Source: an optimization exercise on an open RTL-to-GDS flow (aim: small area, a short achievable clock period and few clock cycles per item). Production flows keep margins and buffers that such runs may drop.
The RTL was checked by simulation tests, not by an equivalence proof against the original design.

==> flow/design.v (excerpt) <==
module lbm_macroscopic #(
  parameter int GRID_DIM        = 256,
  parameter int DATA_WIDTH      = 64,
  parameter int FRACTIONAL_BITS = 56,
  parameter int ADDRESS_WIDTH   = $clog2(GRID_DIM),
  parameter int DATA_WIDTH_F    = 9*DATA_WIDTH
) (
  input  logic                     CLOCK_50,
  input  logic                     RESET,
  input  logic                     in_valid,
  output logic                     in_ready,
  input  logic [DATA_WIDTH_F-1:0]  fin,
  input  logic [ADDRESS_WIDTH-1:0] in_addr,
  output logic                     out_valid,
  input  logic                     out_ready,
  output logic [DATA_WIDTH-1:0]    rho,
  output logic [DATA_WIDTH-1:0]    ux,
  output logic [DATA_WIDTH-1:0]    uy,
  output logic [ADDRESS_WIDTH-1:0] out_addr,
  output logic                     div_zero,
  output logic                     sat,
  output logic                     frame_done
);
For scale: about 3300 cells after synthesis, roughly 790 I/O pins.
clock: 8.0 ns
lec_check: 0
cap_margin: 20
core_margin: 2
core_utilization: 40
setup_slack_margin: 5
slew_margin: 20
standard.sh (not shown) runs the stock make flow with config.mk's settings and CLKGATE_MAP_FILE= SYNTH_SCRIPT=/design/flow/synth_recipe.tcl, a recipe that flattens the netlist after the stock synthesis.
==> flow/flow/run.sh <==
#!/bin/bash
set -euo pipefail
bash standard.sh 'BUFFER_PORTS_ARGS=-buffer_cell sky130_fd_sc_hd__buf_1' finish > make_finish.log 2>&1
Testbench counts at the start, summed over its fixed seeds: cycles 22,192, items 384.
Change:
==> flow/run.sh (new file) <==
#!/bin/bash
# synth_recipe.tcl (not shown) runs the flow's synth.tcl, then flattens the netlist and writes it again
# the make line also repeats each setting of config.mk as NAME=value (left out here)
make -C /OpenROAD-flow-scripts/flow DESIGN_CONFIG=/design/flow/config.mk WORK_HOME=/design/flow/orfs CLKGATE_MAP_FILE= SYNTH_SCRIPT=/design/flow/synth_recipe.tcl finish
removed: flow/flow/run.sh
removed: flow/standard.sh
After rerunning: Critical path depth rose by 5; setup slack stays flat; wire length rose by a few percent; first-iteration DRC count rose slightly; flip-flop and latch count does not change.

---

lbm_macroscopic, a different RTL version from the one above (not shown whole).
For scale: roughly 5200 cells after synthesis, ~890 flip-flops, roughly 790 I/O pins, ~58000 um2 of cells after synthesis.
export LEC_CHECK = 0
export CAP_MARGIN = 20
export CORE_MARGIN = 2
export CORE_UTILIZATION = 40
export CTS_BUF_LIST = sky130_fd_sc_hd__clkbuf_4 sky130_fd_sc_hd__clkbuf_8
export SETUP_SLACK_MARGIN = 3.5
export SLEW_MARGIN = 20
create_clock -name core_clock -period 8.0 [get_ports {CLOCK_50}]
==> flow/flow/run.sh <==
#!/bin/bash
set -euo pipefail
bash standard.sh 'BUFFER_PORTS_ARGS=-buffer_cell sky130_fd_sc_hd__buf_1' finish > make_finish.log 2>&1
The baseline ran to the end with no violations.
Testbench counts at the start, summed over its fixed seeds: cycles 11,312, items 384.
Next try:
CORE_UTILIZATION = 55   (was 40)
CTS_BUF_LIST = not set   (was sky130_fd_sc_hd__clkbuf_4 sky130_fd_sc_hd__clkbuf_8)
SETUP_SLACK_MARGIN = 3.8   (was 3.5)
TNS_END_PERCENT = 10   (was not set)
After rerunning:
- via count came out higher by 1.4%
- die area came out lower by about 27%
- wire length came out higher by 1.7%
- clock-buffer cell count came out lower by 113
- worst hold slack barely changes
Next try:
CORE_UTILIZATION = 40   (was 55)
SETUP_SLACK_MARGIN = 3.5   (was 3.8)
TNS_END_PERCENT = not set   (was 10)
The new run completed with no timing, DRC or antenna violations.
Global-route usage went down by 11 points.
Routed wire length falls by 1.9%.
Final area climbs by 1.2%.
Area after synthesis is unchanged.
Hold slack loses 0.0035 ns.
Worst setup slack got worse by 0.017 ns.
Sequential share of layout area fell by 0.42 points.
Via count falls by 2.1%.
Core utilization went down by 17 points.

---

Another version of the RTL of lbm_macroscopic (not shown whole).
Size: roughly 0.058 mm² of cells after synthesis.
==> flow/config.mk <==
export PLATFORM = sky130hd
export DESIGN_NAME = lbm_macroscopic
export DESIGN_NICKNAME = lbm_macroscopic
export VERILOG_FILES = /design/flow/design.v
export SDC_FILE = /design/flow/constraint.sdc
export NUM_CORES = 4
export LEC_CHECK = 0
export CAP_MARGIN = 20
export CORE_MARGIN = 2
export CORE_UTILIZATION = 55
export SETUP_SLACK_MARGIN = 4.0
export SLEW_MARGIN = 20
export TNS_END_PERCENT = 0
==> flow/constraint.sdc <==
create_clock -name core_clock -period 8.0 [get_ports {CLOCK_50}]
set_input_delay 1.6000 -clock core_clock [delete_from_list [all_inputs] [get_ports {CLOCK_50}]]
set_output_delay 1.6000 -clock core_clock [all_outputs]
set_load 0.01 [all_outputs]
Scripts as last shown in full above: flow/flow/run.sh
Testbench counts at the start, summed over its fixed seeds: cycles 11,312, items 384.
Then changed:
--- a/flow/config.mk
+++ b/flow/config.mk
@@ -11 +11 @@
-export SETUP_SLACK_MARGIN = 4.0
+export SETUP_SLACK_MARGIN = 3.8
@@ -13 +13 @@
-export TNS_END_PERCENT = 0
+export TNS_END_PERCENT = 10
Outcome:
- global-route usage is lower by 0.12 points
- flip-flop and latch count stays the same
- register-to-register slack loses 0.14 ns
- first-iteration DRC count fell by 2.0%
Then changed:
--- a/flow/config.mk
+++ b/flow/config.mk
@@ -11 +11 @@
-export SETUP_SLACK_MARGIN = 3.8
+export SETUP_SLACK_MARGIN = 4.6
After rerunning: Count of clock-buffer cells in the layout came out lower by 31; critical path depth came out lower by 4; setup slack gets better by 0.14 ns; maximum frequency came out higher by 3.5%; global-route usage came out higher by 0.90 points.

---

Starting RTL as in the previous note.
clock: 8.0 ns
lec_check: 0
cap_margin: 20
core_margin: 2
core_utilization: 55
setup_slack_margin: 4.0
slew_margin: 20
tns_end_percent: 10
Scripts as last shown in full above: flow/flow/run.sh
Testbench counts at the start, summed over its fixed seeds: cycles 11,312, items 384.
Edit:
SETUP_SLACK_MARGIN = 4.3   (was 4.0)
Effect: Utilization rose by 1.7 points; non-clock buffer count rose by 89; worst setup slack is better by 0.11 ns.
Edit:
TNS_END_PERCENT = 0   (was 10)
What happened: Count of clock-buffer cells in the layout is higher by 2; first-iteration DRC count fell by a few percent; global-route usage decreases by 0.60 points; wire length shrinks by a few percent; hold slack stays flat; design area fell by a few percent.

## re-timing with driven ports
No port has a modelled driver above. Below, the same layouts with a new extraction and two added sets of constraints.
Step 1 (the two cells are an assumption about what drives the block):
set clk [get_ports {CLOCK_50}]
set_driving_cell -lib_cell sky130_fd_sc_hd__clkbuf_16 $clk
set_driving_cell -lib_cell sky130_fd_sc_hd__buf_2 [delete_from_list [all_inputs] $clk]
Step 2, shift: input delay + t, output delay - t, t = (earliest + latest rising clock arrival at the registers) / 2. This alone moves slack from input paths to output paths.
Three values: no drivers, after step 1, after step 2; two values: the first two.
run | t (ns) | setup WS [ns] | hold slack, ns | worst register clock-pin slew, ns | pins driven straight from the clock port
the first run of note 1 | 0.681 | 4.246 / 4.246 / 4.246 | 0.347 / 0.347 / 0.347 | 0.07 / 0.07 | 1
the second run of note 1 | 0.696 | 4.247 / 4.247 / 4.247 | 0.321 / 0.321 / 0.321 | 0.07 / 0.07 | 1
the first run of note 2 | 0.956 | 3.550 / 3.550 / 3.066 | 0.346 / 0.346 / 0.346 | 0.07 / 0.07 | 1
the second run of note 2 | 0.756 | 3.567 / 3.567 / 3.089 | 0.346 / 0.346 / 0.346 | 0.06 / 0.06 | 1
the third run of note 2 | 0.800 | 3.550 / 3.550 / 3.116 | 0.343 / 0.343 / 0.343 | 0.07 / 0.07 | 1
the first run of note 3 | 0.782 | 3.867 / 3.867 / 3.283 | 0.344 / 0.344 / 0.344 | 0.07 / 0.07 | 1
the second run of note 3 | 0.764 | 3.729 / 3.729 / 3.194 | 0.348 / 0.348 / 0.348 | 0.07 / 0.07 | 1
the third run of note 3 | 0.787 | 3.873 / 3.873 / 3.511 | 0.348 / 0.348 / 0.348 | 0.07 / 0.07 | 1
the first run of note 4 | 0.776 | 3.823 / 3.823 / 3.541 | 0.344 / 0.344 / 0.344 | 0.07 / 0.07 | 1
the second run of note 4 | 0.786 | 3.931 / 3.931 / 3.735 | 0.346 / 0.346 / 0.346 | 0.07 / 0.07 | 1
the third run of note 4 | 0.782 | 3.867 / 3.867 / 3.283 | 0.344 / 0.344 / 0.344 | 0.07 / 0.07 | 1
After both steps setup and hold are still met in every run listed.
